Context: an optimization exercise on an open-source flow, tuned for small area. The choices shown serve that exercise and are no tape-out recipe. Function was checked by simulation only, so behaviour that the tests miss may differ from the original. Power and IR drop assume default switching activity. The clock port is modelled as an ideal driver; clocking choices that lean on that would not hold on a real chip.

==> flow/design.v <==
package synth_pkg;
	localparam int NUM_OPS = 6;
endpackage
module wave_rom
(
	input logic [6:0] addr,
	output logic [6:0] data
);
	logic [6:0] idx;  
	assign idx = addr[6] ? 7'd64 - {1'b0, addr[5:0]} : {1'b0, addr[5:0]};
	always_comb begin
		case (idx)
			7'd0: data = 7'd0;
			7'd1: data = 7'd3;
			7'd2: data = 7'd6;
			7'd3: data = 7'd9;
			7'd4: data = 7'd12;
			7'd5: data = 7'd16;
			7'd6: data = 7'd19;
			7'd7: data = 7'd22;
			7'd8: data = 7'd25;
			7'd9: data = 7'd28;
			7'd10: data = 7'd31;
			7'd11: data = 7'd34;
			7'd12: data = 7'd37;
			7'd13: data = 7'd40;
			7'd14: data = 7'd43;
			7'd15: data = 7'd46;
			7'd16: data = 7'd49;
			7'd17: data = 7'd51;
			7'd18: data = 7'd54;
			7'd19: data = 7'd57;
			7'd20: data = 7'd60;
			7'd21: data = 7'd63;
			7'd22: data = 7'd65;
			7'd23: data = 7'd68;
			7'd24: data = 7'd71;
			7'd25: data = 7'd73;
			7'd26: data = 7'd76;
			7'd27: data = 7'd78;
			7'd28: data = 7'd81;
			7'd29: data = 7'd83;
			7'd30: data = 7'd85;
			7'd31: data = 7'd88;
			7'd32: data = 7'd90;
			7'd33: data = 7'd92;
			7'd34: data = 7'd94;
			7'd35: data = 7'd96;
			7'd36: data = 7'd98;
			7'd37: data = 7'd100;
			7'd38: data = 7'd102;
			7'd39: data = 7'd104;
			7'd40: data = 7'd106;
			7'd41: data = 7'd107;
			7'd42: data = 7'd109;
			7'd43: data = 7'd111;
			7'd44: data = 7'd112;
			7'd45: data = 7'd113;
			7'd46: data = 7'd115;
			7'd47: data = 7'd116;
			7'd48: data = 7'd117;
			7'd49: data = 7'd118;
			7'd50: data = 7'd120;
			7'd51: data = 7'd121;
			7'd52: data = 7'd122;
			7'd53: data = 7'd122;
			7'd54: data = 7'd123;
			7'd55: data = 7'd124;
			7'd56: data = 7'd125;
			7'd57: data = 7'd125;
			7'd58: data = 7'd126;
			7'd59: data = 7'd126;
			7'd60: data = 7'd126;
			7'd61: data = 7'd127;
			7'd62: data = 7'd127;
			7'd63: data = 7'd127;
			7'd64: data = 7'd127;
			default: data = 7'd0;
		endcase
	end
endmodule
module rip_add #(
	parameter int W = 16
) (
	input logic [W-1:0] a,
	input logic [W-1:0] b,
	input logic ci,
	output logic [W-1:0] s,
	output logic co
);
	logic [W:0] c;
	assign c[0] = ci;
	for (genvar i = 0; i < W; i++) begin : g_bit
		assign s[i] = a[i] ^ b[i] ^ c[i];
		assign c[i + 1] = (a[i] & b[i]) | (c[i] & (a[i] ^ b[i]));
	end
	assign co = c[W];
endmodule
module rip_inc #(
	parameter int W = 32
) (
	input logic [W-1:0] a,
	output logic [W-1:0] s
);
	logic [W:0] c;
	assign c[0] = 1'b1;
	for (genvar i = 0; i < W; i++) begin : g_bit
		assign s[i] = a[i] ^ c[i];
		assign c[i + 1] = a[i] & c[i];
	end
endmodule
module voice_mixer
(
	input logic [6:0] mag,
	input logic sgn,
	input logic [15:0] lvl,  
	input logic [18:0] base,
	output logic [18:0] acc_new
);
	logic [26:8] sum;
	logic [15:0] lx;
	assign lx = lvl ^ {16{sgn}};
	logic p1;
	logic p2;
	logic p3;
	logic p4;
	logic p5;
	logic p6;
	logic p7;
	logic p8;
	logic p9;
	logic p10;
	logic p11;
	logic p12;
	logic p13;
	logic p14;
	logic p15;
	logic p16;
	logic p17;
	logic p18;
	logic p19;
	logic p20;
	logic p21;
	logic p22;
	logic p23;
	logic p24;
	logic p25;
	logic p26;
	logic p27;
	logic p28;
	logic p29;
	logic p30;
	logic p31;
	logic p32;
	logic p33;
	logic p34;
	logic p35;
	logic p36;
	logic p37;
	logic p38;
	logic p39;
	logic p40;
	logic p41;
	logic p42;
	logic p43;
	logic p44;
	logic p45;
	logic p46;
	logic p47;
	logic p48;
	logic p49;
	logic p50;
	logic p51;
	logic p52;
	logic p53;
	logic p54;
	logic p55;
	logic p56;
	logic p57;
	logic p58;
	logic p59;
	logic p60;
	logic p61;
	logic p62;
	logic p63;
	logic p64;
	logic p65;
	logic p66;
	logic p67;
	logic p68;
	logic p69;
	logic p70;
	logic p71;
	logic p72;
	logic p73;
	logic p74;
	logic p75;
	logic p76;
	logic p77;
	logic p78;
	logic p79;
	logic p80;
	logic p81;
	logic p82;
	logic p83;
	logic p84;
	logic p85;
	logic p86;
	logic p87;
	logic p88;
	logic p89;
	logic p90;
	logic p91;
	logic p92;
	logic p93;
	logic p94;
	logic p95;
	logic p96;
	logic p97;
	logic p98;
	logic p99;
	logic p100;
	logic p101;
	logic p102;
	logic p103;
	logic p104;
	logic p105;
	logic p106;
	logic p107;
	logic p108;
	logic p109;
	logic p110;
	logic p111;
	logic p112;
	logic p113;
	logic p114;
	logic p115;
	logic p116;
	logic p117;
	logic p118;
	logic p119;
	logic s120;
	logic c121;
	logic s122;
	logic c123;
	logic s124;
	logic c125;
	logic s126;
	logic c127;
	logic s128;
	logic c129;
	logic s130;
	logic c131;
	logic s132;
	logic c133;
	logic s134;
	logic c135;
	logic s136;
	logic c137;
	logic s138;
	logic c139;
	logic s140;
	logic c141;
	logic s142;
	logic c143;
	logic s144;
	logic c145;
	logic s146;
	logic c147;
	logic s148;
	logic c149;
	logic s150;
	logic c151;
	logic s152;
	logic c153;
	logic s154;
	logic c155;
	logic s156;
	logic c157;
	logic s158;
	logic c159;
	logic s160;
	logic c161;
	logic s162;
	logic c163;
	logic s164;
	logic c165;
	logic s166;
	logic c167;
	logic s168;
	logic c169;
	logic s170;
	logic c171;
	logic s172;
	logic c173;
	logic s174;
	logic c175;
	logic s176;
	logic c177;
	logic s178;
	logic c179;
	logic s180;
	logic c181;
	logic s182;
	logic c183;
	logic s184;
	logic c185;
	logic s186;
	logic c187;
	logic s188;
	logic c189;
	logic s190;
	logic c191;
	logic s192;
	logic c193;
	logic s194;
	logic c195;
	logic s196;
	logic c197;
	logic s198;
	logic c199;
	logic s200;
	logic c201;
	logic s202;
	logic c203;
	logic s204;
	logic c205;
	logic s206;
	logic c207;
	logic s208;
	logic c209;
	logic s210;
	logic c211;
	logic s212;
	logic c213;
	logic s214;
	logic c215;
	logic s216;
	logic c217;
	logic s218;
	logic c219;
	logic s220;
	logic c221;
	logic s222;
	logic c223;
	logic s224;
	logic c225;
	logic s226;
	logic c227;
	logic s228;
	logic c229;
	logic s230;
	logic c231;
	logic s232;
	logic c233;
	logic s234;
	logic c235;
	logic s236;
	logic c237;
	logic s238;
	logic c239;
	logic s240;
	logic c241;
	logic s242;
	logic c243;
	logic s244;
	logic c245;
	logic s246;
	logic c247;
	logic s248;
	logic c249;
	logic s250;
	logic c251;
	logic s252;
	logic c253;
	logic s254;
	logic c255;
	logic s256;
	logic c257;
	logic s258;
	logic c259;
	logic s260;
	logic c261;
	logic s262;
	logic c263;
	logic s264;
	logic c265;
	logic s266;
	logic c267;
	logic s268;
	logic c269;
	logic s270;
	logic c271;
	logic s272;
	logic c273;
	logic s274;
	logic c275;
	logic s276;
	logic c277;
	logic s278;
	logic c279;
	logic s280;
	logic c281;
	logic s282;
	logic c283;
	logic s284;
	logic c285;
	logic s286;
	logic c287;
	logic s288;
	logic c289;
	logic s290;
	logic c291;
	logic s292;
	logic c293;
	logic s294;
	logic c295;
	logic s296;
	logic c297;
	logic s298;
	logic c299;
	logic s300;
	logic c301;
	logic s302;
	logic c303;
	logic s304;
	logic c305;
	logic s306;
	logic c307;
	logic s308;
	logic c309;
	logic s310;
	logic c311;
	logic r312;
	logic r313;
	logic r314;
	logic r315;
	logic r316;
	logic r317;
	logic r318;
	logic r319;
	logic r320;
	logic r321;
	logic r322;
	logic r323;
	logic r324;
	logic r325;
	logic u326;
	logic v327;
	logic r328;
	logic r329;
	logic u330;
	logic v331;
	logic r332;
	logic r333;
	logic u334;
	logic v335;
	logic r336;
	logic r337;
	logic u338;
	logic v339;
	logic r340;
	logic r341;
	logic u342;
	logic v343;
	logic r344;
	logic r345;
	logic u346;
	logic v347;
	logic r348;
	logic r349;
	logic u350;
	logic v351;
	logic r352;
	logic r353;
	logic u354;
	logic v355;
	logic r356;
	logic r357;
	logic u358;
	logic v359;
	logic r360;
	logic r361;
	logic u362;
	logic v363;
	logic r364;
	logic r365;
	logic u366;
	logic v367;
	logic r368;
	logic r369;
	logic u370;
	logic v371;
	logic r372;
	logic r373;
	logic u374;
	logic v375;
	assign p1 = mag[0] & lx[0];
	assign p2 = mag[0] & lx[1];
	assign p3 = mag[0] & lx[2];
	assign p4 = mag[0] & lx[3];
	assign p5 = mag[0] & lx[4];
	assign p6 = mag[0] & lx[5];
	assign p7 = mag[0] & lx[6];
	assign p8 = mag[0] & lx[7];
	assign p9 = mag[0] & lx[8];
	assign p10 = mag[0] & lx[9];
	assign p11 = mag[0] & lx[10];
	assign p12 = mag[0] & lx[11];
	assign p13 = mag[0] & lx[12];
	assign p14 = mag[0] & lx[13];
	assign p15 = mag[0] & lx[14];
	assign p16 = ~(mag[0] & lx[15]);
	assign p17 = sgn & mag[0];
	assign p18 = mag[1] & lx[0];
	assign p19 = mag[1] & lx[1];
	assign p20 = mag[1] & lx[2];
	assign p21 = mag[1] & lx[3];
	assign p22 = mag[1] & lx[4];
	assign p23 = mag[1] & lx[5];
	assign p24 = mag[1] & lx[6];
	assign p25 = mag[1] & lx[7];
	assign p26 = mag[1] & lx[8];
	assign p27 = mag[1] & lx[9];
	assign p28 = mag[1] & lx[10];
	assign p29 = mag[1] & lx[11];
	assign p30 = mag[1] & lx[12];
	assign p31 = mag[1] & lx[13];
	assign p32 = mag[1] & lx[14];
	assign p33 = ~(mag[1] & lx[15]);
	assign p34 = sgn & mag[1];
	assign p35 = mag[2] & lx[0];
	assign p36 = mag[2] & lx[1];
	assign p37 = mag[2] & lx[2];
	assign p38 = mag[2] & lx[3];
	assign p39 = mag[2] & lx[4];
	assign p40 = mag[2] & lx[5];
	assign p41 = mag[2] & lx[6];
	assign p42 = mag[2] & lx[7];
	assign p43 = mag[2] & lx[8];
	assign p44 = mag[2] & lx[9];
	assign p45 = mag[2] & lx[10];
	assign p46 = mag[2] & lx[11];
	assign p47 = mag[2] & lx[12];
	assign p48 = mag[2] & lx[13];
	assign p49 = mag[2] & lx[14];
	assign p50 = ~(mag[2] & lx[15]);
	assign p51 = sgn & mag[2];
	assign p52 = mag[3] & lx[0];
	assign p53 = mag[3] & lx[1];
	assign p54 = mag[3] & lx[2];
	assign p55 = mag[3] & lx[3];
	assign p56 = mag[3] & lx[4];
	assign p57 = mag[3] & lx[5];
	assign p58 = mag[3] & lx[6];
	assign p59 = mag[3] & lx[7];
	assign p60 = mag[3] & lx[8];
	assign p61 = mag[3] & lx[9];
	assign p62 = mag[3] & lx[10];
	assign p63 = mag[3] & lx[11];
	assign p64 = mag[3] & lx[12];
	assign p65 = mag[3] & lx[13];
	assign p66 = mag[3] & lx[14];
	assign p67 = ~(mag[3] & lx[15]);
	assign p68 = sgn & mag[3];
	assign p69 = mag[4] & lx[0];
	assign p70 = mag[4] & lx[1];
	assign p71 = mag[4] & lx[2];
	assign p72 = mag[4] & lx[3];
	assign p73 = mag[4] & lx[4];
	assign p74 = mag[4] & lx[5];
	assign p75 = mag[4] & lx[6];
	assign p76 = mag[4] & lx[7];
	assign p77 = mag[4] & lx[8];
	assign p78 = mag[4] & lx[9];
	assign p79 = mag[4] & lx[10];
	assign p80 = mag[4] & lx[11];
	assign p81 = mag[4] & lx[12];
	assign p82 = mag[4] & lx[13];
	assign p83 = mag[4] & lx[14];
	assign p84 = ~(mag[4] & lx[15]);
	assign p85 = sgn & mag[4];
	assign p86 = mag[5] & lx[0];
	assign p87 = mag[5] & lx[1];
	assign p88 = mag[5] & lx[2];
	assign p89 = mag[5] & lx[3];
	assign p90 = mag[5] & lx[4];
	assign p91 = mag[5] & lx[5];
	assign p92 = mag[5] & lx[6];
	assign p93 = mag[5] & lx[7];
	assign p94 = mag[5] & lx[8];
	assign p95 = mag[5] & lx[9];
	assign p96 = mag[5] & lx[10];
	assign p97 = mag[5] & lx[11];
	assign p98 = mag[5] & lx[12];
	assign p99 = mag[5] & lx[13];
	assign p100 = mag[5] & lx[14];
	assign p101 = ~(mag[5] & lx[15]);
	assign p102 = sgn & mag[5];
	assign p103 = mag[6] & lx[0];
	assign p104 = mag[6] & lx[1];
	assign p105 = mag[6] & lx[2];
	assign p106 = mag[6] & lx[3];
	assign p107 = mag[6] & lx[4];
	assign p108 = mag[6] & lx[5];
	assign p109 = mag[6] & lx[6];
	assign p110 = mag[6] & lx[7];
	assign p111 = mag[6] & lx[8];
	assign p112 = mag[6] & lx[9];
	assign p113 = mag[6] & lx[10];
	assign p114 = mag[6] & lx[11];
	assign p115 = mag[6] & lx[12];
	assign p116 = mag[6] & lx[13];
	assign p117 = mag[6] & lx[14];
	assign p118 = ~(mag[6] & lx[15]);
	assign p119 = sgn & mag[6];
	assign s120 = p6 ^ p22;
	assign c121 = p6 & p22;
	assign s122 = p7 ^ p23 ^ p39;
	assign c123 = (p7 & p23) | (p7 & p39) | (p23 & p39);
	assign s124 = p55 ^ p71;
	assign c125 = p55 & p71;
	assign s126 = p8 ^ p24 ^ p40;
	assign c127 = (p8 & p24) | (p8 & p40) | (p24 & p40);
	assign s128 = p56 ^ p72;
	assign c129 = p56 & p72;
	assign s130 = p9 ^ p25 ^ p41;
	assign c131 = (p9 & p25) | (p9 & p41) | (p25 & p41);
	assign s132 = p57 ^ p73 ^ p89;
	assign c133 = (p57 & p73) | (p57 & p89) | (p73 & p89);
	assign s134 = p10 ^ p26 ^ p42;
	assign c135 = (p10 & p26) | (p10 & p42) | (p26 & p42);
	assign s136 = p58 ^ p74 ^ p90;
	assign c137 = (p58 & p74) | (p58 & p90) | (p74 & p90);
	assign s138 = p11 ^ p27 ^ p43;
	assign c139 = (p11 & p27) | (p11 & p43) | (p27 & p43);
	assign s140 = p59 ^ p75 ^ p91;
	assign c141 = (p59 & p75) | (p59 & p91) | (p75 & p91);
	assign s142 = p12 ^ p28 ^ p44;
	assign c143 = (p12 & p28) | (p12 & p44) | (p28 & p44);
	assign s144 = p60 ^ p76 ^ p92;
	assign c145 = (p60 & p76) | (p60 & p92) | (p76 & p92);
	assign s146 = p13 ^ p29 ^ p45;
	assign c147 = (p13 & p29) | (p13 & p45) | (p29 & p45);
	assign s148 = p61 ^ p77 ^ p93;
	assign c149 = (p61 & p77) | (p61 & p93) | (p77 & p93);
	assign s150 = p14 ^ p30 ^ p46;
	assign c151 = (p14 & p30) | (p14 & p46) | (p30 & p46);
	assign s152 = p62 ^ p78 ^ p94;
	assign c153 = (p62 & p78) | (p62 & p94) | (p78 & p94);
	assign s154 = p15 ^ p31 ^ p47;
	assign c155 = (p15 & p31) | (p15 & p47) | (p31 & p47);
	assign s156 = p63 ^ p79 ^ p95;
	assign c157 = (p63 & p79) | (p63 & p95) | (p79 & p95);
	assign s158 = p16 ^ p32 ^ p48;
	assign c159 = (p16 & p32) | (p16 & p48) | (p32 & p48);
	assign s160 = p64 ^ p80 ^ p96;
	assign c161 = (p64 & p80) | (p64 & p96) | (p80 & p96);
	assign s162 = p33 ^ p49 ^ p65;
	assign c163 = (p33 & p49) | (p33 & p65) | (p49 & p65);
	assign s164 = p81 ^ p97;
	assign c165 = p81 & p97;
	assign s166 = p50 ^ p66 ^ p82;
	assign c167 = (p50 & p66) | (p50 & p82) | (p66 & p82);
	assign s168 = p4 ^ p20;
	assign c169 = p4 & p20;
	assign s170 = p5 ^ p21 ^ p37;
	assign c171 = (p5 & p21) | (p5 & p37) | (p21 & p37);
	assign s172 = p53 ^ p69;
	assign c173 = p53 & p69;
	assign s174 = s120 ^ p38 ^ p54;
	assign c175 = (s120 & p38) | (s120 & p54) | (p38 & p54);
	assign s176 = p70 ^ p86 ^ p102;
	assign c177 = (p70 & p86) | (p70 & p102) | (p86 & p102);
	assign s178 = c121 ^ s122 ^ s124;
	assign c179 = (c121 & s122) | (c121 & s124) | (s122 & s124);
	assign s180 = p87 ^ p103 ^ p119;
	assign c181 = (p87 & p103) | (p87 & p119) | (p103 & p119);
	assign s182 = c123 ^ c125 ^ s126;
	assign c183 = (c123 & c125) | (c123 & s126) | (c125 & s126);
	assign s184 = s128 ^ p88 ^ p104;
	assign c185 = (s128 & p88) | (s128 & p104) | (p88 & p104);
	assign s186 = c127 ^ c129 ^ s130;
	assign c187 = (c127 & c129) | (c127 & s130) | (c129 & s130);
	assign s188 = s132 ^ p105 ^ base[0];
	assign c189 = (s132 & p105) | (s132 & base[0]) | (p105 & base[0]);
	assign s190 = c131 ^ c133 ^ s134;
	assign c191 = (c131 & c133) | (c131 & s134) | (c133 & s134);
	assign s192 = s136 ^ p106 ^ base[1];
	assign c193 = (s136 & p106) | (s136 & base[1]) | (p106 & base[1]);
	assign s194 = c135 ^ c137 ^ s138;
	assign c195 = (c135 & c137) | (c135 & s138) | (c137 & s138);
	assign s196 = s140 ^ p107 ^ base[2];
	assign c197 = (s140 & p107) | (s140 & base[2]) | (p107 & base[2]);
	assign s198 = c139 ^ c141 ^ s142;
	assign c199 = (c139 & c141) | (c139 & s142) | (c141 & s142);
	assign s200 = s144 ^ p108 ^ base[3];
	assign c201 = (s144 & p108) | (s144 & base[3]) | (p108 & base[3]);
	assign s202 = c143 ^ c145 ^ s146;
	assign c203 = (c143 & c145) | (c143 & s146) | (c145 & s146);
	assign s204 = s148 ^ p109 ^ base[4];
	assign c205 = (s148 & p109) | (s148 & base[4]) | (p109 & base[4]);
	assign s206 = c147 ^ c149 ^ s150;
	assign c207 = (c147 & c149) | (c147 & s150) | (c149 & s150);
	assign s208 = s152 ^ p110 ^ base[5];
	assign c209 = (s152 & p110) | (s152 & base[5]) | (p110 & base[5]);
	assign s210 = c151 ^ c153 ^ s154;
	assign c211 = (c151 & c153) | (c151 & s154) | (c153 & s154);
	assign s212 = s156 ^ p111 ^ base[6];
	assign c213 = (s156 & p111) | (s156 & base[6]) | (p111 & base[6]);
	assign s214 = c155 ^ c157 ^ s158;
	assign c215 = (c155 & c157) | (c155 & s158) | (c157 & s158);
	assign s216 = s160 ^ p112 ^ base[7];
	assign c217 = (s160 & p112) | (s160 & base[7]) | (p112 & base[7]);
	assign s218 = c159 ^ c161 ^ s162;
	assign c219 = (c159 & c161) | (c159 & s162) | (c161 & s162);
	assign s220 = s164 ^ p113 ^ base[8];
	assign c221 = (s164 & p113) | (s164 & base[8]) | (p113 & base[8]);
	assign s222 = c163 ^ c165 ^ s166;
	assign c223 = (c163 & c165) | (c163 & s166) | (c165 & s166);
	assign s224 = p98 ^ p114 ^ base[9];
	assign c225 = (p98 & p114) | (p98 & base[9]) | (p114 & base[9]);
	assign s226 = c167 ^ p67 ^ p83;
	assign c227 = (c167 & p67) | (c167 & p83) | (p67 & p83);
	assign s228 = p99 ^ p115 ^ base[10];
	assign c229 = (p99 & p115) | (p99 & base[10]) | (p115 & base[10]);
	assign s230 = p84 ^ p100 ^ p116;
	assign c231 = (p84 & p100) | (p84 & p116) | (p100 & p116);
	assign s232 = p3 ^ p19;
	assign c233 = p3 & p19;
	assign s234 = s168 ^ p36 ^ p52;
	assign c235 = (s168 & p36) | (s168 & p52) | (p36 & p52);
	assign s236 = c169 ^ s170 ^ s172;
	assign c237 = (c169 & s170) | (c169 & s172) | (s170 & s172);
	assign s238 = c171 ^ c173 ^ s174;
	assign c239 = (c171 & c173) | (c171 & s174) | (c173 & s174);
	assign s240 = c175 ^ c177 ^ s178;
	assign c241 = (c175 & c177) | (c175 & s178) | (c177 & s178);
	assign s242 = c179 ^ c181 ^ s182;
	assign c243 = (c179 & c181) | (c179 & s182) | (c181 & s182);
	assign s244 = c183 ^ c185 ^ s186;
	assign c245 = (c183 & c185) | (c183 & s186) | (c185 & s186);
	assign s246 = c187 ^ c189 ^ s190;
	assign c247 = (c187 & c189) | (c187 & s190) | (c189 & s190);
	assign s248 = c191 ^ c193 ^ s194;
	assign c249 = (c191 & c193) | (c191 & s194) | (c193 & s194);
	assign s250 = c195 ^ c197 ^ s198;
	assign c251 = (c195 & c197) | (c195 & s198) | (c197 & s198);
	assign s252 = c199 ^ c201 ^ s202;
	assign c253 = (c199 & c201) | (c199 & s202) | (c201 & s202);
	assign s254 = c203 ^ c205 ^ s206;
	assign c255 = (c203 & c205) | (c203 & s206) | (c205 & s206);
	assign s256 = c207 ^ c209 ^ s210;
	assign c257 = (c207 & c209) | (c207 & s210) | (c209 & s210);
	assign s258 = c211 ^ c213 ^ s214;
	assign c259 = (c211 & c213) | (c211 & s214) | (c213 & s214);
	assign s260 = c215 ^ c217 ^ s218;
	assign c261 = (c215 & c217) | (c215 & s218) | (c217 & s218);
	assign s262 = c219 ^ c221 ^ s222;
	assign c263 = (c219 & c221) | (c219 & s222) | (c221 & s222);
	assign s264 = c223 ^ c225 ^ s226;
	assign c265 = (c223 & c225) | (c223 & s226) | (c225 & s226);
	assign s266 = c227 ^ c229 ^ s230;
	assign c267 = (c227 & c229) | (c227 & s230) | (c229 & s230);
	assign s268 = c231 ^ p101 ^ p117;
	assign c269 = (c231 & p101) | (c231 & p117) | (p101 & p117);
	assign s270 = p2 ^ p18;
	assign c271 = p2 & p18;
	assign s272 = s232 ^ p35 ^ p51;
	assign c273 = (s232 & p35) | (s232 & p51) | (p35 & p51);
	assign s274 = c233 ^ s234 ^ p68;
	assign c275 = (c233 & s234) | (c233 & p68) | (s234 & p68);
	assign s276 = c235 ^ s236 ^ p85;
	assign c277 = (c235 & s236) | (c235 & p85) | (s236 & p85);
	assign s278 = c237 ^ s238 ^ s176;
	assign c279 = (c237 & s238) | (c237 & s176) | (s238 & s176);
	assign s280 = c239 ^ s240 ^ s180;
	assign c281 = (c239 & s240) | (c239 & s180) | (s240 & s180);
	assign s282 = c241 ^ s242 ^ s184;
	assign c283 = (c241 & s242) | (c241 & s184) | (s242 & s184);
	assign s284 = c243 ^ s244 ^ s188;
	assign c285 = (c243 & s244) | (c243 & s188) | (s244 & s188);
	assign s286 = c245 ^ s246 ^ s192;
	assign c287 = (c245 & s246) | (c245 & s192) | (s246 & s192);
	assign s288 = c247 ^ s248 ^ s196;
	assign c289 = (c247 & s248) | (c247 & s196) | (s248 & s196);
	assign s290 = c249 ^ s250 ^ s200;
	assign c291 = (c249 & s250) | (c249 & s200) | (s250 & s200);
	assign s292 = c251 ^ s252 ^ s204;
	assign c293 = (c251 & s252) | (c251 & s204) | (s252 & s204);
	assign s294 = c253 ^ s254 ^ s208;
	assign c295 = (c253 & s254) | (c253 & s208) | (s254 & s208);
	assign s296 = c255 ^ s256 ^ s212;
	assign c297 = (c255 & s256) | (c255 & s212) | (s256 & s212);
	assign s298 = c257 ^ s258 ^ s216;
	assign c299 = (c257 & s258) | (c257 & s216) | (s258 & s216);
	assign s300 = c259 ^ s260 ^ s220;
	assign c301 = (c259 & s260) | (c259 & s220) | (s260 & s220);
	assign s302 = c261 ^ s262 ^ s224;
	assign c303 = (c261 & s262) | (c261 & s224) | (s262 & s224);
	assign s304 = c263 ^ s264 ^ s228;
	assign c305 = (c263 & s264) | (c263 & s228) | (s264 & s228);
	assign s306 = c265 ^ s266 ^ base[11];
	assign c307 = (c265 & s266) | (c265 & base[11]) | (s266 & base[11]);
	assign s308 = c267 ^ s268 ^ base[12];
	assign c309 = (c267 & s268) | (c267 & base[12]) | (s268 & base[12]);
	assign s310 = c269 ^ p118 ^ base[13];
	assign c311 = (c269 & p118) | (c269 & base[13]) | (p118 & base[13]);
	assign r312 = (p1 & p17) | (1'b0 & (p1 ^ p17));
	assign r313 = (s270 & p34) | (r312 & (s270 ^ p34));
	assign r314 = (c271 & s272) | (r313 & (c271 ^ s272));
	assign r315 = (c273 & s274) | (r314 & (c273 ^ s274));
	assign r316 = (c275 & s276) | (r315 & (c275 ^ s276));
	assign r317 = (c277 & s278) | (r316 & (c277 ^ s278));
	assign r318 = (c279 & s280) | (r317 & (c279 ^ s280));
	assign r319 = (c281 & s282) | (r318 & (c281 ^ s282));
	assign sum[8] = c283 ^ s284 ^ r319;
	assign r320 = (c283 & s284) | (r319 & (c283 ^ s284));
	assign sum[9] = c285 ^ s286 ^ r320;
	assign r321 = (c285 & s286) | (r320 & (c285 ^ s286));
	assign sum[10] = c287 ^ s288 ^ r321;
	assign r322 = (c287 & s288) | (r321 & (c287 ^ s288));
	assign sum[11] = c289 ^ s290 ^ r322;
	assign r323 = (c289 & s290) | (r322 & (c289 ^ s290));
	assign sum[12] = c291 ^ s292 ^ r323;
	assign r324 = (c291 & s292) | (r323 & (c291 ^ s292));
	assign sum[13] = c293 ^ s294 ^ r324;
	assign r325 = (c293 & s294) | (r324 & (c293 ^ s294));
	assign u326 = c295 ^ s296 ^ 1'b0;
	assign v327 = c295 ^ s296 ^ 1'b1;
	assign sum[14] = r325 ? v327 : u326;
	assign r328 = (c295 & s296) | (1'b0 & (c295 ^ s296));
	assign r329 = (c295 & s296) | (1'b1 & (c295 ^ s296));
	assign u330 = c297 ^ s298 ^ r328;
	assign v331 = c297 ^ s298 ^ r329;
	assign sum[15] = r325 ? v331 : u330;
	assign r332 = (c297 & s298) | (r328 & (c297 ^ s298));
	assign r333 = (c297 & s298) | (r329 & (c297 ^ s298));
	assign u334 = c299 ^ s300 ^ r332;
	assign v335 = c299 ^ s300 ^ r333;
	assign sum[16] = r325 ? v335 : u334;
	assign r336 = (c299 & s300) | (r332 & (c299 ^ s300));
	assign r337 = (c299 & s300) | (r333 & (c299 ^ s300));
	assign u338 = c301 ^ s302 ^ r336;
	assign v339 = c301 ^ s302 ^ r337;
	assign sum[17] = r325 ? v339 : u338;
	assign r340 = (c301 & s302) | (r336 & (c301 ^ s302));
	assign r341 = (c301 & s302) | (r337 & (c301 ^ s302));
	assign u342 = c303 ^ s304 ^ r340;
	assign v343 = c303 ^ s304 ^ r341;
	assign sum[18] = r325 ? v343 : u342;
	assign r344 = (c303 & s304) | (r340 & (c303 ^ s304));
	assign r345 = (c303 & s304) | (r341 & (c303 ^ s304));
	assign u346 = c305 ^ s306 ^ r344;
	assign v347 = c305 ^ s306 ^ r345;
	assign sum[19] = r325 ? v347 : u346;
	assign r348 = (c305 & s306) | (r344 & (c305 ^ s306));
	assign r349 = (c305 & s306) | (r345 & (c305 ^ s306));
	assign u350 = c307 ^ s308 ^ r348;
	assign v351 = c307 ^ s308 ^ r349;
	assign sum[20] = r325 ? v351 : u350;
	assign r352 = (c307 & s308) | (r348 & (c307 ^ s308));
	assign r353 = (c307 & s308) | (r349 & (c307 ^ s308));
	assign u354 = c309 ^ s310 ^ r352;
	assign v355 = c309 ^ s310 ^ r353;
	assign sum[21] = r325 ? v355 : u354;
	assign r356 = (c309 & s310) | (r352 & (c309 ^ s310));
	assign r357 = (c309 & s310) | (r353 & (c309 ^ s310));
	assign u358 = c311 ^ base[14] ^ r356;
	assign v359 = c311 ^ base[14] ^ r357;
	assign sum[22] = r325 ? v359 : u358;
	assign r360 = (c311 & base[14]) | (r356 & (c311 ^ base[14]));
	assign r361 = (c311 & base[14]) | (r357 & (c311 ^ base[14]));
	assign u362 = base[15] ^ 1'b0 ^ r360;
	assign v363 = base[15] ^ 1'b0 ^ r361;
	assign sum[23] = r325 ? v363 : u362;
	assign r364 = (base[15] & 1'b0) | (r360 & (base[15] ^ 1'b0));
	assign r365 = (base[15] & 1'b0) | (r361 & (base[15] ^ 1'b0));
	assign u366 = base[16] ^ 1'b0 ^ r364;
	assign v367 = base[16] ^ 1'b0 ^ r365;
	assign sum[24] = r325 ? v367 : u366;
	assign r368 = (base[16] & 1'b0) | (r364 & (base[16] ^ 1'b0));
	assign r369 = (base[16] & 1'b0) | (r365 & (base[16] ^ 1'b0));
	assign u370 = base[17] ^ 1'b0 ^ r368;
	assign v371 = base[17] ^ 1'b0 ^ r369;
	assign sum[25] = r325 ? v371 : u370;
	assign r372 = (base[17] & 1'b0) | (r368 & (base[17] ^ 1'b0));
	assign r373 = (base[17] & 1'b0) | (r369 & (base[17] ^ 1'b0));
	assign u374 = base[18] ^ 1'b0 ^ r372;
	assign v375 = base[18] ^ 1'b0 ^ r373;
	assign sum[26] = r325 ? v375 : u374;
	assign acc_new = sum[26:8];
endmodule
module fm_voice (
	input logic clk37,
	input logic rst,
	input logic cmd_valid,
	input logic [31:0] cmd_data,
	output logic signed [15:0] sample,
	output logic sample_valid,
	output logic cmd_busy
);
	localparam int NOPS = synth_pkg::NUM_OPS;
	logic [2:0] s;
	logic [2:0] s2;  
	logic [2:0] s3;  
	logic [2:0] s4;  
	logic started;  
	logic z2, z1, z0;  
	logic clr_f;  
	logic clr_e;
	assign s2 = (s >= 3'd4) ? s - 3'd4 : s + 3'd2;
	assign s3 = (s >= 3'd3) ? s - 3'd3 : s + 3'd3;
	assign s4 = (s >= 3'd2) ? s - 3'd2 : s + 3'd4;
	always_ff @(posedge clk37) begin
		if (rst) begin
			s <= 3'd3;
			started <= 1'b0;
			z2 <= 1'b1;
			z1 <= 1'b1;
			z0 <= 1'b1;
		end else begin
			s <= (s == 3'd5) ? 3'd0 : s + 3'd1;
			if (s == 3'd1) started <= 1'b1;
			if (started && s == 3'd3) z2 <= 1'b0;
			z1 <= z2;
			z0 <= z1;
		end
	end
	assign clr_f = rst || (z0 && !started && (s == 3'd3 || s == 3'd4));  
	assign clr_e = z2;
	logic [3:0] words_left;
	logic cur_env;  
	logic [2:0] cur_idx;
	logic gate;
	logic [5:0] mix_mask;
	logic [31:0] fld [1:7];  
	logic [31:0] last_q;  
	logic [2:0] eidx;  
	logic [2:0] fidx;  
	logic last_word;
	logic idx_ok;
	logic wr_env;
	logic wr_freq;
	assign cmd_busy = |words_left;
	assign last_word = cmd_valid && (words_left == 4'd1) && !rst;
	assign idx_ok = !(cur_idx[2] && cur_idx[1]);
	assign wr_env = last_word && idx_ok && cur_env;
	assign wr_freq = last_word && idx_ok && !cur_env;
	always_ff @(posedge clk37) begin
		if (rst) begin
			words_left <= '0;
			gate <= 1'b0;
			mix_mask <= '0;
		end else if (cmd_valid) begin
			if (cmd_busy) begin
				words_left <= words_left - 4'd1;
			end else begin
				cur_env <= cmd_data[31:24] == 8'd1;
				cur_idx <= cmd_data[18:16];
				if (cmd_data[31:24] == 8'd1) words_left <= 4'd8;
				if (cmd_data[31:24] == 8'd3) words_left <= 4'd1;
				if (cmd_data[31:24] == 8'd2) begin
					gate <= cmd_data[0];
					mix_mask <= cmd_data[13:8];
				end
			end
		end
	end
	always_ff @(posedge clk37) begin
		if ((cmd_valid && words_left == 4'd8) || wr_freq) fld[1] <= cmd_data;
		for (int m = 2; m < 8; m++) begin
			if (cmd_valid && words_left == 4'(9 - m)) fld[m] <= cmd_data;
		end
		if (wr_env) last_q <= cmd_data;
		if (wr_env) eidx <= cur_idx;
		if (wr_freq) fidx <= cur_idx;
	end
	logic pend_a, pend_b, pend_r, pend_f;
	logic live0, live3, pa0, pa3, pb3;
	logic pf0, pf2, pf4;
	logic ins_a0, ins_a3, ins_b3, ins_r2;
	assign live0 = wr_env && cur_idx == s;
	assign live3 = wr_env && cur_idx == s3;
	assign pa0 = pend_a && eidx == s;
	assign pa3 = pend_a && eidx == s3;
	assign pb3 = pend_b && eidx == s3;
	assign pf0 = pend_f && fidx == s;
	assign pf2 = pend_f && fidx == s2;
	assign pf4 = pend_f && fidx == s4;
	assign ins_a0 = live0 || pa0;
	assign ins_a3 = live3 || pa3;
	assign ins_b3 = live3 || pb3;
	assign ins_r2 = pend_r && eidx == s2;
	always_ff @(posedge clk37) begin
		if (rst) begin
			pend_a <= 1'b0;
			pend_b <= 1'b0;
			pend_r <= 1'b0;
			pend_f <= 1'b0;
		end else begin
			pend_a <= (wr_env && !live0 && !live3) || (pend_a && !pa0 && !pa3);
			pend_b <= (wr_env && !live3) || (pend_b && !pb3);
			pend_r <= wr_env || (pend_r && !ins_r2);
			pend_f <= wr_freq || (pend_f && !pf0 && !pf2 && !pf4);
		end
	end
	logic [95:0] pa [NOPS];  
	logic [127:0] pb [NOPS];  
	logic [31:0] pr [NOPS];  
	logic [31:0] pf [NOPS];  
	logic [95:0] a_w;
	logic [127:0] b_w;
	assign a_w = {fld[1], fld[2], fld[3]};
	assign b_w = {fld[4], fld[5], fld[6], fld[7]};
	logic keep_a0, keep_a3, keep_b3, keep_r2, keep_f0, keep_f2, keep_f4;
	assign keep_a0 = !ins_a0 && !clr_e;
	assign keep_a3 = !ins_a3 && !clr_e;
	assign keep_b3 = !ins_b3 && !clr_e;
	assign keep_r2 = !ins_r2 && !clr_e;
	assign keep_f0 = !pf0 && !clr_f;
	assign keep_f2 = !pf2 && !clr_f;
	assign keep_f4 = !pf4 && !clr_f;
	always_ff @(posedge clk37) begin
		pa[0] <= pa[1];
		pa[1] <= pa[2];
		pa[2] <= ({96{ins_a3}} & a_w) | ({96{keep_a3}} & pa[3]);
		pa[3] <= pa[4];
		pa[4] <= pa[5];
		pa[5] <= ({96{ins_a0}} & a_w) | ({96{keep_a0}} & pa[0]);
		pr[0] <= pr[1];
		pr[1] <= ({32{ins_r2}} & last_q) | ({32{keep_r2}} & pr[2]);
		pr[2] <= pr[3];
		pr[3] <= pr[4];
		pr[4] <= pr[5];
		pr[5] <= pr[0];
		pb[0] <= pb[1];
		pb[1] <= pb[2];
		pb[2] <= ({128{ins_b3}} & b_w) | ({128{keep_b3}} & pb[3]);
		pb[3] <= pb[4];
		pb[4] <= pb[5];
		pb[5] <= pb[0];
		pf[0] <= pf[1];
		pf[1] <= ({32{pf2}} & fld[1]) | ({32{keep_f2}} & pf[2]);
		pf[2] <= pf[3];
		pf[3] <= ({32{pf4}} & fld[1]) | ({32{keep_f4}} & pf[4]);
		pf[4] <= pf[5];
		pf[5] <= ({32{pf0}} & fld[1]) | ({32{keep_f0}} & pf[0]);
	end
	logic [2:0] st_r [NOPS];
	logic [31:0] cnt_r [NOPS];
	logic [31:0] amp_r [NOPS];
	logic [31:0] ph_r [NOPS];
	logic gate_d1, gate_d2;
	always_ff @(posedge clk37) begin
		gate_d1 <= gate;
		gate_d2 <= gate_d1;
	end
	logic [15:0] ph_lo;
	logic ph_c, ph_cq;
	logic [2:0] st1;
	localparam int AL = 17;  
	logic [AL-1:0] isel1;
	logic [AL-1:0] amp_lo;
	logic amp_c, amp_cq;
	rip_add #(16) ph_lo_add (
		.a(z1 ? 16'd0 : ph_r[1][15:0]),
		.b(pf[1][15:0]),
		.ci(1'b0),
		.s(ph_lo),
		.co(ph_c)
	);
	assign st1 = z1 ? 3'd0 : st_r[1];
	assign isel1 = ({AL{st1 == 3'd1}} & pa[1][32 +: AL]) | ({AL{st1 == 3'd2}} & pb[1][96 +: AL]) |
		({AL{st1 == 3'd3}} & pb[1][32 +: AL]) | ({AL{st1[2]}} & pr[1][AL-1:0]);
	rip_add #(AL) amp_lo_add (
		.a(st1 == 3'd3 ? {AL{1'b0}} : amp_r[1][AL-1:0]),
		.b(isel1),
		.ci(1'b0),
		.s(amp_lo),
		.co(amp_c)
	);
	always_ff @(posedge clk37) begin
		ph_cq <= ph_c;
		amp_cq <= amp_c;
	end
	logic [15:0] ph_hi;
	rip_add #(16) ph_hi_add (
		.a(z0 ? 16'd0 : ph_r[0][31:16]),
		.b(pf[0][31:16]),
		.ci(ph_cq),
		.s(ph_hi),
		.co()
	);
	logic [31:0] at_time, at_inc, de_time, de_inc, su_time, su_lvl, re_time, re_inc;
	assign {at_time, at_inc, de_time} = pa[0];
	assign {de_inc, su_time, su_lvl, re_time} = pb[0];
	assign re_inc = pr[0];
	logic [2:0] st;
	logic is_i, is_s, is_r;
	logic [31:0] tsel, amp_sum, cnt_inc;
	logic [31:AL] isel0;
	logic eq, tr;
	logic [2:0] nst;
	logic [31:0] ncnt, namp;
	assign st = z0 ? 3'd0 : st_r[0];
	assign is_i = st == 3'd0;
	assign is_s = st == 3'd3;
	assign is_r = !(is_i || st == 3'd1 || st == 3'd2 || is_s);
	logic sel_a, sel_d, sel_s, sel_r;
	assign sel_a = st == 3'd1;
	assign sel_d = st == 3'd2;
	assign sel_s = is_s;
	assign sel_r = st[2];
	assign tsel = ({32{sel_a}} & at_time) | ({32{sel_d}} & de_time) | ({32{sel_s}} & su_time) | ({32{sel_r}} & re_time);
	assign isel0 = ({(32-AL){sel_a}} & at_inc[31:AL]) | ({(32-AL){sel_d}} & de_inc[31:AL]) |
		({(32-AL){sel_s}} & su_lvl[31:AL]) | ({(32-AL){sel_r}} & re_inc[31:AL]);
	assign eq = cnt_r[0] == tsel;
	rip_add #(32 - AL) amp_hi_add (
		.a(sel_s ? {(32-AL){1'b0}} : amp_r[0][31:AL]),
		.b(isel0),
		.ci(amp_cq),
		.s(amp_sum[31:AL]),
		.co()
	);
	assign amp_sum[AL-1:0] = amp_r[0][AL-1:0];
	rip_inc #(32) cnt_inc_add (
		.a(cnt_r[0]),
		.s(cnt_inc)
	);
	assign tr = is_r ? (eq || amp_sum[31]) : (eq || !gate_d2);
	always_comb begin
		if (is_i) nst = {2'b00, gate_d2};
		else if (!tr) nst = st;
		else if (is_r) nst = 3'd0;
		else if (gate_d2) nst = st + 3'd1;
		else nst = 3'd4;
	end
	assign ncnt = (is_i || tr) ? 32'd0 : cnt_inc;
	assign namp = (is_i || (is_r && tr)) ? 32'd0 : amp_sum;
	always_ff @(posedge clk37) begin
		for (int k = 0; k < NOPS - 1; k++) begin
			st_r[k] <= st_r[k + 1];
			cnt_r[k] <= cnt_r[k + 1];
			amp_r[k] <= amp_r[k + 1];
			ph_r[k] <= ph_r[k + 1];
		end
		ph_r[0][15:0] <= ph_lo;
		amp_r[0][AL-1:0] <= amp_lo;
		st_r[NOPS - 1] <= nst;
		cnt_r[NOPS - 1] <= ncnt;
		amp_r[NOPS - 1] <= namp;
		ph_r[NOPS - 1] <= {ph_hi, ph_r[0][15:0]};
	end
	logic [6:0] rom_data;
	logic [6:0] mag;
	logic sgn;
	logic [18:0] acc;
	logic [18:0] acc_new;
	wave_rom wave_rom_inst (
		.addr(ph_hi[14:8]),
		.data(rom_data)
	);
	always_ff @(posedge clk37) begin
		mag <= mix_mask[s] ? rom_data : 7'd0;
		sgn <= mix_mask[s] && ph_hi[15];
	end
	voice_mixer voice_mixer_inst (
		.mag(mag),
		.sgn(sgn),
		.lvl(amp_r[NOPS - 1][31:16]),
		.base((s == 3'd1) ? 19'd426752 : acc),
		.acc_new(acc_new)
	);
	always_ff @(posedge clk37) begin
		acc <= acc_new;
	end
	assign sample = acc[18:3];
	assign sample_valid = started && s == 3'd1;
endmodule
==> flow/flow/run.sh <==
#!/bin/bash
# The standard layout (standard.sh) with three changes:
# - synthesis maps the logic with ABC's mapper told to relax delay in favour of area: the ORFS scripts
#   are copied to ./orfs_scripts unchanged except abc_area.script (ABC_AREA is
#   set in config.mk), and SCRIPTS_DIR points there;
# - the input and output ports are buffered with the smallest buffer (buf_1);
# - clock tree synthesis adds no dummy loads to balance the tree (leaf clusters
#   of up to 33 sinks within 90 um, clkbuf_16 only).
# The full tool output goes to standard.log here and to the ORFS logs under
# orfs/logs.
set -e
cd "$(dirname "$0")/.."
rm -rf orfs_scripts
cp -r "$FLOW_HOME/scripts" orfs_scripts
printf '&get -n\n&st\n&dch\n&nf -R 1000 -p\n&put\ntopo\nstime -c\n' > orfs_scripts/abc_area.script
export SCRIPTS_DIR="$PWD/orfs_scripts"
export BUFFER_PORTS_ARGS="-buffer_cell sky130_fd_sc_hd__buf_1"
export CTS_ARGS="-sink_clustering_enable -repair_clock_nets -dont_use_dummy_load -sink_clustering_size 33 -sink_clustering_max_diameter 90 -buf_list sky130_fd_sc_hd__clkbuf_16"
bash standard.sh > standard.log 2>&1
==> flow/standard.sh <==
#!/bin/bash
# synth_recipe.tcl (not shown) runs the flow's synth.tcl, then flattens the netlist and writes it again
# the make line also repeats each setting of config.mk as NAME=value (left out here)
make -C /OpenROAD-flow-scripts/flow DESIGN_CONFIG=/design/flow/config.mk WORK_HOME=/design/flow/orfs CLKGATE_MAP_FILE= SYNTH_SCRIPT=/design/flow/synth_recipe.tcl "${@:-finish}"
==> flow/config.mk <==
export PLATFORM = sky130hd
export DESIGN_NAME = fm_voice
export DESIGN_NICKNAME = fm_voice
export VERILOG_FILES = /design/flow/design.v
export SDC_FILE = /design/flow/constraint.sdc
export NUM_CORES = 4
export LEC_CHECK = 0
export ABC_AREA = 1
export CAP_MARGIN = 20
export CORE_MARGIN = 2
export CORE_UTILIZATION = 75
export PLACE_DENSITY = 0.85
export SLEW_MARGIN = 20
==> flow/constraint.sdc <==
create_clock -name core_clock -period 10.0 [get_ports {clk37}]
set_input_delay 2.0000 -clock core_clock [delete_from_list [all_inputs] [get_ports {clk37}]]
set_output_delay 2.0000 -clock core_clock [all_outputs]
set_load 0.01 [all_outputs]
==> impl_metrics.py, run 1 <==
metrics = {
    "critical_path": {
        "cp-end-kind": "flip-flop",
        "r2r_slack_ns": 0.39,
        "cpMostUsedCell": "fa_1",
        "cp.required_ns": 10.60,
        "start_kind": "flip-flop",
        "path_class": "reg2reg",
        "crit_path_max_incr_delay_ns": 0.52,
        "reg2reg_from": "z0",
        "arrival_ns": 10.22,
        "reg2reg_depth": 27,
        "timing.rr.end": "cnt_r[5][7]",
        "crit_slowest_cell": "fa_1",
        "crit_fanout": 33,
    },
    "clock_network": {
        "numCtsBuffers": 91,
        "numClockSinks": 2641,
        "htreeDepth": 3,
        "cts_root_buffer": "clkbuf_16",
        "cts_buffer_depth": 3,
        "insertion_delay_ns": 0.72,
        "cts_tree": "done",
        "clk_pin_slew_ns": 0.12,
    },
    "global_routing": {
        "overflow": 0,
        "grt_pass1_wl_um": 214800,
        "grt_max_degree": 75,
        "antenna_found_initial": 7,
        "grt_usage_pct": 30.89,
        "grt_pass1_vias": 34370,
    },
    "timing": {
        "layout_setup_ws_ns": 0.3858,
        "maxSlewViolCount": 0,
        "skew_ns": 0.08812,
        "post-route-min-period_ns": 9.614,
        "finalCritPeriodShare_pct": 96.14,
        "max_clock_freq_mhz": 104.0,
        "worst_hold_slack_ns": 0.2898,
        "setup_viol": 0,
        "relSlewSlack_pct": 21.68,
        "rsz0062_at_grt": "false",
        "setup-tns-final_ns": 0,
        "hold_viol_final": 0,
        "worst_pin_slew_ns": 1.164,
    },
    "pwr": {
        "ir_worst_vdd_uv": 188.7,
        "p_sw_share_pct": 20.22,
        "power_mw": 15.65,
        "p_leak_nw": 28.22,
        "p_int_mw": 12.49,
        "p_sw_mw": 3.166,
        "clock_power_share_pct": 29.0,
        "powerDensity_mw_per_mm2": 212.1,
        "seq_power_share_pct": 68.6,
        "combinationalPowerShare_pct": 2.4,
    },
    "die": {
        "die_area_mm2": 0.09444,
        "die_w_um": 307.3,
        "pin_count": 53,
        "core_area_mm2": 0.09139,
        "die_h_um": 307.3,
        "initial_core_util_pct": 75.50,
        "rows": 111,
    },
    "layout": {
        "area_growth_pct": 6.975,
        "fin_area_mm2": 0.07381,
        "instances_no_fill": 5660,
        "drive_gt1_share_pct": 5.168,
        "utilization_pct": 80.76,
        "num-nets-final": 4742,
        "fillerInstances": 4460,
    },
    "synthesis": {
        "synth_edf_count": 266,
        "synth_area_mm2": 0.06899,
        "yosys_warnings": 20,
        "ys_types": 47,
        "synth_seq_cells": 2641,
        "syn-num-nets": 4527,
        "syn_inst": 4257,
        "synthFlopType": "dfxtp_1",
        "yosysSeqAreaShare_pct": 80.49,
        "avgSynthCellArea_um2": 16.21,
        "async_reset_ff_share_pct": 0,
    },
    "worst_hold_path": {
        "min_delay_path_depth": 0,
        "holdPathEnd": "pa[3][39]",
        "min_path_type": "reg2reg",
        "min_from": "pa[4][39]",
    },
    "placed_design": {
        "dpl_worst_slack_ns": -0.2043,
        "hpwlAfterDp_um": 84570,
        "gp_congestion": 0.8599,
        "dpl.cell_count": 5562,
        "portBuffers": 52,
        "place_area_mm2": 0.07142,
    },
    "route": {
        "dr.pass1.iters": 8,
        "ant_nets": 0,
        "drt_iter0_drc": 3298,
        "routedWlPerCell_um": 25.47,
        "drc": 0,
        "postRouteWirelength_um": 144200,
        "viasPerCell": 5.918,
        "num_vias": 33500,
    },
    "flow_run": {
        "drv_cap": 0,
    },
    "run_status": {
        "status": "complete, no violations",
    },
}
## worst max path at each step
stage,cells after the start,endpoint,startpoint,slack (ns)
2_1_floorplan,25,st_r[5][1],z0,0.008
3_3_place_gp,32,acc[18],sgn,-0.07
3_5_place_dp,35,acc[18],sgn,-0.20
4_1_cts,27,cnt_r[5][7],z0,0.01
5_1_grt,36,acc[18],sgn,0.004
6_report,27,cnt_r[5][7],z0,0.39
## layout by cell type, fill, tap and decap left out, types with 3 or more instances in the layout
cell       synthesis  layout
a21oi_1           28      28
mux2i_1            8       8
fa_1             162     149
xnor2_1           20      18
nor3_2             0       3
nor4_1            10       9
buf_1              0      52
clkinv_1         144     142
o211ai_1           3       3
nor2_1            75      64
nor2_4             0       8
nor2b_1           88      85
a222oi_1          64      64
or2_0              6       6
nor3_1             9       6
dfxtp_1         2375    2373
a22o_1           448     448
buf_4             16      83
nand3_1           10      10
edfxtp_1         266     266
o21ai_0           30      27
xor2_1            63      58
clkbuf_16          0      91
or3_1              4       4
xor2_2             0       3
nor2_2             0       3
nand3b_1           3       3
a21o_1             5       3
nand4_1            3       3
nand2_1          170     170
ha_1              73      72
a21boi_0          27      27
diode_2            0       4
a31oi_1            4       4
a211oi_1           5       5
fa_2               0      13
nand2b_1          28      28
and2_0            88      86
## Yosys cell counts (all sizes together), types with 4 or more instances
cell	number	share of area, %
a211oi	5	0.054
a21boi	27	0.29
a21o	5	0.054
a21oi	28	0.20
a222oi	64	0.93
a22o	448	5.7
a31oi	4	0.036
and2	88	0.80
buf	16	0.17
clkinv	144	0.78
dfxtp	2375	69
edfxtp	266	12
fa	162	4.7
ha	73	1.3
mux2i	8	0.12
nand2	170	0.92
nand2b	28	0.25
nand3	10	0.073
nor2	75	0.41
nor2b	88	0.80
nor3	9	0.065
nor4	10	0.091
o21ai	30	0.22
or2	6	0.054
or3	4	0.036
xnor2	20	0.25
xor2	63	0.80
## cells by family after synthesis
family          synth area share (%)
mux                           0.1650
fa+ha+maj                      6.024
xor+xnor                       1.054
simple gates                   3.643
flops                          80.49
buf+inv                       0.9575
compound gates                 7.667
## critical path, delay by kind of cell (launching register included)
kind,cells,cell delay [ns]
compound gates,2,0.48
xor+xnor,2,0.36
fa+ha+maj,16,7.01
buf+inv,3,0.46
flops,1,0.39
simple gates,4,0.77
## repair_timing
action	4_1_cts	5_1_grt
pin swaps	7	15
gates resized for setup	3	8
setup buffers	2	1
endpoints found under the setup margin	3	70
hold buffers	0	0
## registers in the layout, summed over array words and instances (netlist names), 3 cells and up
signal      count
mix_mask        6
fidx            3
pb            768
ph_r          192
s               3
pf            192
pr            192
st_r           18
fld           224
pa            576
amp_r         192
last_q         32
acc            19
cnt_r         192
words_left      4
eidx            3
cur_idx         3
mag             7
## cell type report
type	count	area (um2)	share of cell area, %
multi-input cells	1456	13100	17.75
clock buffers	91	2277	3.085
flip-flops and latches	2641	55540	75.25
inverters	144	540.5	0.7323
diodes	4	10.01	0.01356
well taps	1186	1484	2.011
repair buffers	138	857.1	1.161
## power by group through the flow
stage          clock network (mW)  registers, mW  logic (mW)
6_report                     4.53           10.7       0.378
5_1_grt                      4.88           10.7       0.416
3_3_place_gp                    0           11.0       0.355
4_1_cts                      4.55           10.7       0.377
3_5_place_dp                    0           11.0       0.374
2_1_floorplan                   0           11.0       0.245
## per-layer routing
layer | vias to the layer above | GRT usage [%] | part of all wire, %
met1 | 17010 | 43.88 | 42
met2 | 1386 | 49.74 | 48
li1 | 14840 | - | -
met3 | 261 | 4.487 | 7.1
met4 | 2 | 10.41 | 3.1
met5 | - | 0 | 0.0055
==> inputs of run 2 (changes only) <==
--- a/flow/design.v
+++ b/flow/design.v
@@ -445,56 +445,38 @@
 	logic r323;
 	logic r324;
 	logic r325;
-	logic u326;
-	logic v327;
+	logic r326;
+	logic r327;
 	logic r328;
 	logic r329;
-	logic u330;
-	logic v331;
-	logic r332;
-	logic r333;
-	logic u334;
-	logic v335;
-	logic r336;
-	logic r337;
-	logic u338;
-	logic v339;
-	logic r340;
-	logic r341;
-	logic u342;
-	logic v343;
-	logic r344;
-	logic r345;
-	logic u346;
-	logic v347;
-	logic r348;
-	logic r349;
-	logic u350;
-	logic v351;
-	logic r352;
-	logic r353;
-	logic u354;
-	logic v355;
-	logic r356;
-	logic r357;
-	logic u358;
-	logic v359;
-	logic r360;
-	logic r361;
-	logic u362;
-	logic v363;
-	logic r364;
-	logic r365;
-	logic u366;
-	logic v367;
-	logic r368;
-	logic r369;
-	logic u370;
-	logic v371;
-	logic r372;
-	logic r373;
-	logic u374;
-	logic v375;
+	logic r330;
+	logic r331;
+	logic u332;
+	logic v333;
+	logic r334;
+	logic r335;
+	logic u336;
+	logic v337;
+	logic r338;
+	logic r339;
+	logic u340;
+	logic v341;
+	logic r342;
+	logic r343;
+	logic u344;
+	logic v345;
+	logic r346;
+	logic r347;
+	logic u348;
+	logic v349;
+	logic r350;
+	logic r351;
+	logic u352;
+	logic v353;
+	logic r354;
+	logic r355;
+	logic u356;
+	logic v357;
 	assign p1 = mag[0] & lx[0];
 	assign p2 = mag[0] & lx[1];
 	assign p3 = mag[0] & lx[2];
@@ -826,69 +808,51 @@
 	assign r324 = (c291 & s292) | (r323 & (c291 ^ s292));
 	assign sum[13] = c293 ^ s294 ^ r324;
 	assign r325 = (c293 & s294) | (r324 & (c293 ^ s294));
-	assign u326 = c295 ^ s296 ^ 1'b0;
-	assign v327 = c295 ^ s296 ^ 1'b1;
-	assign sum[14] = r325 ? v327 : u326;
-	assign r328 = (c295 & s296) | (1'b0 & (c295 ^ s296));
-	assign r329 = (c295 & s296) | (1'b1 & (c295 ^ s296));
-	assign u330 = c297 ^ s298 ^ r328;
-	assign v331 = c297 ^ s298 ^ r329;
-	assign sum[15] = r325 ? v331 : u330;
-	assign r332 = (c297 & s298) | (r328 & (c297 ^ s298));
-	assign r333 = (c297 & s298) | (r329 & (c297 ^ s298));
-	assign u334 = c299 ^ s300 ^ r332;
-	assign v335 = c299 ^ s300 ^ r333;
-	assign sum[16] = r325 ? v335 : u334;
-	assign r336 = (c299 & s300) | (r332 & (c299 ^ s300));
-	assign r337 = (c299 & s300) | (r333 & (c299 ^ s300));
-	assign u338 = c301 ^ s302 ^ r336;
-	assign v339 = c301 ^ s302 ^ r337;
-	assign sum[17] = r325 ? v339 : u338;
-	assign r340 = (c301 & s302) | (r336 & (c301 ^ s302));
-	assign r341 = (c301 & s302) | (r337 & (c301 ^ s302));
-	assign u342 = c303 ^ s304 ^ r340;
-	assign v343 = c303 ^ s304 ^ r341;
-	assign sum[18] = r325 ? v343 : u342;
-	assign r344 = (c303 & s304) | (r340 & (c303 ^ s304));
-	assign r345 = (c303 & s304) | (r341 & (c303 ^ s304));
-	assign u346 = c305 ^ s306 ^ r344;
-	assign v347 = c305 ^ s306 ^ r345;
-	assign sum[19] = r325 ? v347 : u346;
-	assign r348 = (c305 & s306) | (r344 & (c305 ^ s306));
-	assign r349 = (c305 & s306) | (r345 & (c305 ^ s306));
-	assign u350 = c307 ^ s308 ^ r348;
-	assign v351 = c307 ^ s308 ^ r349;
-	assign sum[20] = r325 ? v351 : u350;
-	assign r352 = (c307 & s308) | (r348 & (c307 ^ s308));
-	assign r353 = (c307 & s308) | (r349 & (c307 ^ s308));
-	assign u354 = c309 ^ s310 ^ r352;
-	assign v355 = c309 ^ s310 ^ r353;
-	assign sum[21] = r325 ? v355 : u354;
-	assign r356 = (c309 & s310) | (r352 & (c309 ^ s310));
-	assign r357 = (c309 & s310) | (r353 & (c309 ^ s310));
-	assign u358 = c311 ^ base[14] ^ r356;
-	assign v359 = c311 ^ base[14] ^ r357;
-	assign sum[22] = r325 ? v359 : u358;
-	assign r360 = (c311 & base[14]) | (r356 & (c311 ^ base[14]));
-	assign r361 = (c311 & base[14]) | (r357 & (c311 ^ base[14]));
-	assign u362 = base[15] ^ 1'b0 ^ r360;
-	assign v363 = base[15] ^ 1'b0 ^ r361;
-	assign sum[23] = r325 ? v363 : u362;
-	assign r364 = (base[15] & 1'b0) | (r360 & (base[15] ^ 1'b0));
-	assign r365 = (base[15] & 1'b0) | (r361 & (base[15] ^ 1'b0));
-	assign u366 = base[16] ^ 1'b0 ^ r364;
-	assign v367 = base[16] ^ 1'b0 ^ r365;
-	assign sum[24] = r325 ? v367 : u366;
-	assign r368 = (base[16] & 1'b0) | (r364 & (base[16] ^ 1'b0));
-	assign r369 = (base[16] & 1'b0) | (r365 & (base[16] ^ 1'b0));
-	assign u370 = base[17] ^ 1'b0 ^ r368;
-	assign v371 = base[17] ^ 1'b0 ^ r369;
-	assign sum[25] = r325 ? v371 : u370;
-	assign r372 = (base[17] & 1'b0) | (r368 & (base[17] ^ 1'b0));
-	assign r373 = (base[17] & 1'b0) | (r369 & (base[17] ^ 1'b0));
-	assign u374 = base[18] ^ 1'b0 ^ r372;
-	assign v375 = base[18] ^ 1'b0 ^ r373;
-	assign sum[26] = r325 ? v375 : u374;
+	assign sum[14] = c295 ^ s296 ^ r325;
+	assign r326 = (c295 & s296) | (r325 & (c295 ^ s296));
+	assign sum[15] = c297 ^ s298 ^ r326;
+	assign r327 = (c297 & s298) | (r326 & (c297 ^ s298));
+	assign sum[16] = c299 ^ s300 ^ r327;
+	assign r328 = (c299 & s300) | (r327 & (c299 ^ s300));
+	assign sum[17] = c301 ^ s302 ^ r328;
+	assign r329 = (c301 & s302) | (r328 & (c301 ^ s302));
+	assign sum[18] = c303 ^ s304 ^ r329;
+	assign r330 = (c303 & s304) | (r329 & (c303 ^ s304));
+	assign sum[19] = c305 ^ s306 ^ r330;
+	assign r331 = (c305 & s306) | (r330 & (c305 ^ s306));
+	assign u332 = c307 ^ s308 ^ 1'b0;
+	assign v333 = c307 ^ s308 ^ 1'b1;
+	assign sum[20] = r331 ? v333 : u332;
+	assign r334 = (c307 & s308) | (1'b0 & (c307 ^ s308));
+	assign r335 = (c307 & s308) | (1'b1 & (c307 ^ s308));
+	assign u336 = c309 ^ s310 ^ r334;
+	assign v337 = c309 ^ s310 ^ r335;
+	assign sum[21] = r331 ? v337 : u336;
+	assign r338 = (c309 & s310) | (r334 & (c309 ^ s310));
+	assign r339 = (c309 & s310) | (r335 & (c309 ^ s310));
+	assign u340 = c311 ^ base[14] ^ r338;
+	assign v341 = c311 ^ base[14] ^ r339;
+	assign sum[22] = r331 ? v341 : u340;
+	assign r342 = (c311 & base[14]) | (r338 & (c311 ^ base[14]));
+	assign r343 = (c311 & base[14]) | (r339 & (c311 ^ base[14]));
+	assign u344 = base[15] ^ 1'b0 ^ r342;
+	assign v345 = base[15] ^ 1'b0 ^ r343;
+	assign sum[23] = r331 ? v345 : u344;
+	assign r346 = (base[15] & 1'b0) | (r342 & (base[15] ^ 1'b0));
+	assign r347 = (base[15] & 1'b0) | (r343 & (base[15] ^ 1'b0));
+	assign u348 = base[16] ^ 1'b0 ^ r346;
+	assign v349 = base[16] ^ 1'b0 ^ r347;
+	assign sum[24] = r331 ? v349 : u348;
+	assign r350 = (base[16] & 1'b0) | (r346 & (base[16] ^ 1'b0));
+	assign r351 = (base[16] & 1'b0) | (r347 & (base[16] ^ 1'b0));
+	assign u352 = base[17] ^ 1'b0 ^ r350;
+	assign v353 = base[17] ^ 1'b0 ^ r351;
+	assign sum[25] = r331 ? v353 : u352;
+	assign r354 = (base[17] & 1'b0) | (r350 & (base[17] ^ 1'b0));
+	assign r355 = (base[17] & 1'b0) | (r351 & (base[17] ^ 1'b0));
+	assign u356 = base[18] ^ 1'b0 ^ r354;
+	assign v357 = base[18] ^ 1'b0 ^ r355;
+	assign sum[26] = r331 ? v357 : u356;
 	assign acc_new = sum[26:8];
 endmodule
 module fm_voice (
--- a/flow/config.mk
+++ b/flow/config.mk
@@ -8,6 +8,6 @@
 export ABC_AREA = 1
 export CAP_MARGIN = 20
 export CORE_MARGIN = 2
-export CORE_UTILIZATION = 75
-export PLACE_DENSITY = 0.85
+export CORE_UTILIZATION = 78
+export PLACE_DENSITY = 0.88
 export SLEW_MARGIN = 20
==> run 2 against run 1 <==
  * Die area decreased by 4.0%
  * Sequential power barely moved
  * Count of clock-buffer cells in the layout unchanged
  * Sequential share of layout area increased by 0.18 points
  * Combinational power is 12% higher
  * Critical path depth rose by 4
  * Non-clock buffer count up 2
  * Setup slack got worse by 0.016 ns
  * Register-to-register slack worse by 0.02 ns
==> impl_metrics.py, run 2 <==
metrics = {
    "placed_design": {
        "hpwlAfterDp_um": 90780,
        "portBuffers": 52,
        "gp_congestion": 0.8550,
    },
    "timing": {
        "skew_ns": 0.08147,
        "setup_viol": 0,
        "worst_pin_slew_ns": 1.142,
        "post-route-min-period_ns": 9.630,
        "relSlewSlack_pct": 23.90,
        "worst_hold_slack_ns": 0.2875,
        "finalCritPeriodShare_pct": 96.30,
        "max_clock_freq_mhz": 103.8,
        "hold_viol_final": 0,
        "maxSlewViolCount": 0,
    },
    "die": {
        "initial_core_util_pct": 78.96,
        "die_area_mm2": 0.09063,
        "die_w_um": 301.0,
        "die_h_um": 301.0,
        "rows": 108,
        "core_area_mm2": 0.08716,
        "pin_count": 53,
    },
    "layout": {
        "fillerInstances": 3741,
        "top_register": "pb",
        "layout_commonest_cell": "dfxtp_1",
        "area_growth_pct": 6.981,
        "largest_reg_flops": 768,
        "layout_common_cells": "2374 x dfxtp_1, 448 x a22o_1, 266 x edfxtp_1, 178 x nand2_1, 149 x fa_1",
        "largestRegisters": "pb: 768 flops, pa: 576 flops, fld: 224 flops",
        "utilization_pct": 84.48,
        "num-nets-final": 4709,
        "drive_gt1_share_pct": 5.267,
    },
    "clock_network": {
        "numCtsBuffers": 91,
        "clk_pin_slew_ns": 0.12,
        "htreeDepth": 3,
        "numClockSinks": 2641,
        "cts_buffer_depth": 3,
        "insertion_delay_ns": 0.71,
        "cts_root_buffer": "clkbuf_16",
        "cts_tree": "done",
    },
    "synthesis": {
        "synth_area_mm2": 0.06882,
        "synth_edf_count": 266,
        "async_reset_ff_share_pct": 0,
        "yosysSeqAreaShare_pct": 80.69,
        "synthFlopType": "dfxtp_1",
        "synth.top_cells.by_count": "2375 x dfxtp_1, 448 x a22o_1, 266 x edfxtp_1, 181 x nand2_1, 162 x fa_1",
        "avgSynthCellArea_um2": 16.28,
        "yosys_warnings": 20,
        "syn-num-nets": 4492,
        "ys_types": 51,
        "post-synth-top-area-cell": "dfxtp_1",
        "syn_inst": 4228,
        "synth_top_area_share_pct": 69.08,
        "yosysMostFrequentCell": "dfxtp_1",
        "synthTopCellsByArea": "dfxtp_1 69%, edfxtp_1 12%, a22o_1 5.7%",
        "synth_seq_cells": 2641,
    },
    "global_routing": {
        "grt_usage_pct": 35.05,
        "grt_pass1_vias": 36320,
        "overflow": 0,
        "antenna_found_initial": 7,
        "grt_pass1_wl_um": 233100,
        "grt_max_degree": 99,
    },
    "critical_path": {
        "cp-end-kind": "flip-flop",
        "crit_path_max_incr_delay_ns": 0.57,
        "crit_fanout": 8,
        "cpMostUsedCell": "fa_2",
        "path_class": "reg2reg",
        "crit_slowest_cell": "fa_1",
        "start_kind": "flip-flop",
        "arrival_ns": 10.18,
        "cp.required_ns": 10.55,
    },
    "route": {
        "drc": 0,
        "ant_nets": 0,
        "viasPerCell": 6.115,
        "postRouteWirelength_um": 156300,
        "dr.pass1.iters": 9,
        "drt_iter0_drc": 3892,
        "routedWlPerCell_um": 27.90,
        "num_vias": 34260,
    },
    "worst_hold_path": {
        "min_path_type": "reg2reg",
    },
    "pwr": {
        "ir_worst_vdd_uv": 246.2,
        "p_leak_nw": 28.01,
        "powerDensity_mw_per_mm2": 213.8,
    },
    "flow_run": {
        "drv_cap": 0,
    },
    "run_status": {
        "status": "complete, no violations",
    },
}
run 2: cell count changes after synthesis, sizes merged, moves of 7 or more:
cell / previous run / this run
xnor2: 20 / 27
nor2: 75 / 68
clkinv: 144 / 130
nand2: 170 / 181
and2: 88 / 78
run 2: cell families (layout without fill, tap and decap cells):
kind of cell / Yosys count / in the layout / synth area share (%)
compound gates: 626 / 626 / 7.697
other cells: 0 / 5 / 0
xor+xnor: 85 / 85 / 1.082
flops: 2641 / 2641 / 80.69
mux: 9 / 9 / 0.1491
fa+ha+maj: 229 / 229 / 5.930
buf+inv: 146 / 361 / 0.8835
simple gates: 492 / 492 / 3.570
run 2: repair_timing:
action,CTS,global route
pin swaps,9,23
setup endpoints to repair,4,4
gates resized for setup,5,13
setup buffers,2,1
hold buffers,0,0
run 2: report_power, final:
| part | total (mW) | leakage, nW | switching (mW) | internal (mW) |
|---|---|---|---|---|
| Clock | 4.58 | 1.12 | 2.92 | 1.66 |
| Combinational | 0.422 | 5.37 | 0.280 | 0.141 |
| Sequential | 10.7 | 21.5 | 0.0248 | 10.7 |
run 2: through the flow:
stage	worst slack [ns]	power, mW	TNS, ns	instances	area, um2
final	0.3700	15.74	0	5603	73630
after global routing	-0.01096	16.10	-0.01276	5600	73620
after CTS	0.06084	15.70	0	5597	73540
after detailed placement	-0.3003	11.37	-0.6466	5504	71230
after global placement	-0.2244	11.35	-0.4200	5504	71230
after floorplan	0.04454	11.23	0	4228	68920
run 2: critical path: cells and delay by family, from the launching register on:
family	cells	cell delay, ns
adder cells (fa/ha/maj)	22	7.98
flip-flops	1	0.54
buffers and inverters	5	0.43
AO/OA/AOI/OAI	2	0.23
AND/OR/NAND/NOR	1	0.19
XOR/XNOR	1	0.13
run 2: worst paths after layout:
path / from / endpoint / slack, ns / cells past startpoint
worst min-delay path: pr[3][19] / pr[2][19] / 0.29 / 0
worst max-delay path: sgn / acc[17] / 0.37 / 31
worst max register to register: sgn / acc[17] / 0.37 / 31
worst min register to register: pr[3][19] / pr[2][19] / 0.29 / 0
run 2: layer usage:
metal	track usage [%]	vias to the layer above	part of all wire [%]
li1	-	14760	-
met1	47.20	17340	40
met2	57.90	1739	48
met3	5.960	421	7.6
met4	13.42	10	4.2
met5	0	-	0.071
run 2: cell type report:
| cell class | count | area [um2] | share of cell area [%] |
|---|---|---|---|
| multi-input cells | 1441 | 13000 | 17.65 |
| inverters | 130 | 488.0 | 0.6627 |
| well taps | 1155 | 1445 | 1.963 |
| flip-flops and latches | 2641 | 55540 | 75.43 |
| clock buffers | 91 | 2277 | 3.093 |
| repair buffers | 140 | 872.1 | 1.184 |
| diodes | 5 | 12.51 | 0.01699 |

[static timing again, ports no longer ideal]
The flow's constraints put no driver on any port. The routed layouts listed below were extracted and timed again, unchanged, in two steps. Step 1: set_driving_cell puts a clkbuf_16 on clk37 and a buf_2 on each other input, an assumption about the parent block. Step 2 also shifts input and output timing later by t, the mid clock arrival at the registers, as if the neighbouring blocks saw the same clock. Three values: ideal ports, drivers, drivers and shift; two values: the first two.
run	shift t [ns]	setup slack, ns	cell pins on the clock port's net
run 1	0.744	0.386 / 0.386 / 0.386	1
run 2	0.742	0.370 / 0.370 / 0.370	1
After both steps every run listed still meets setup and hold.
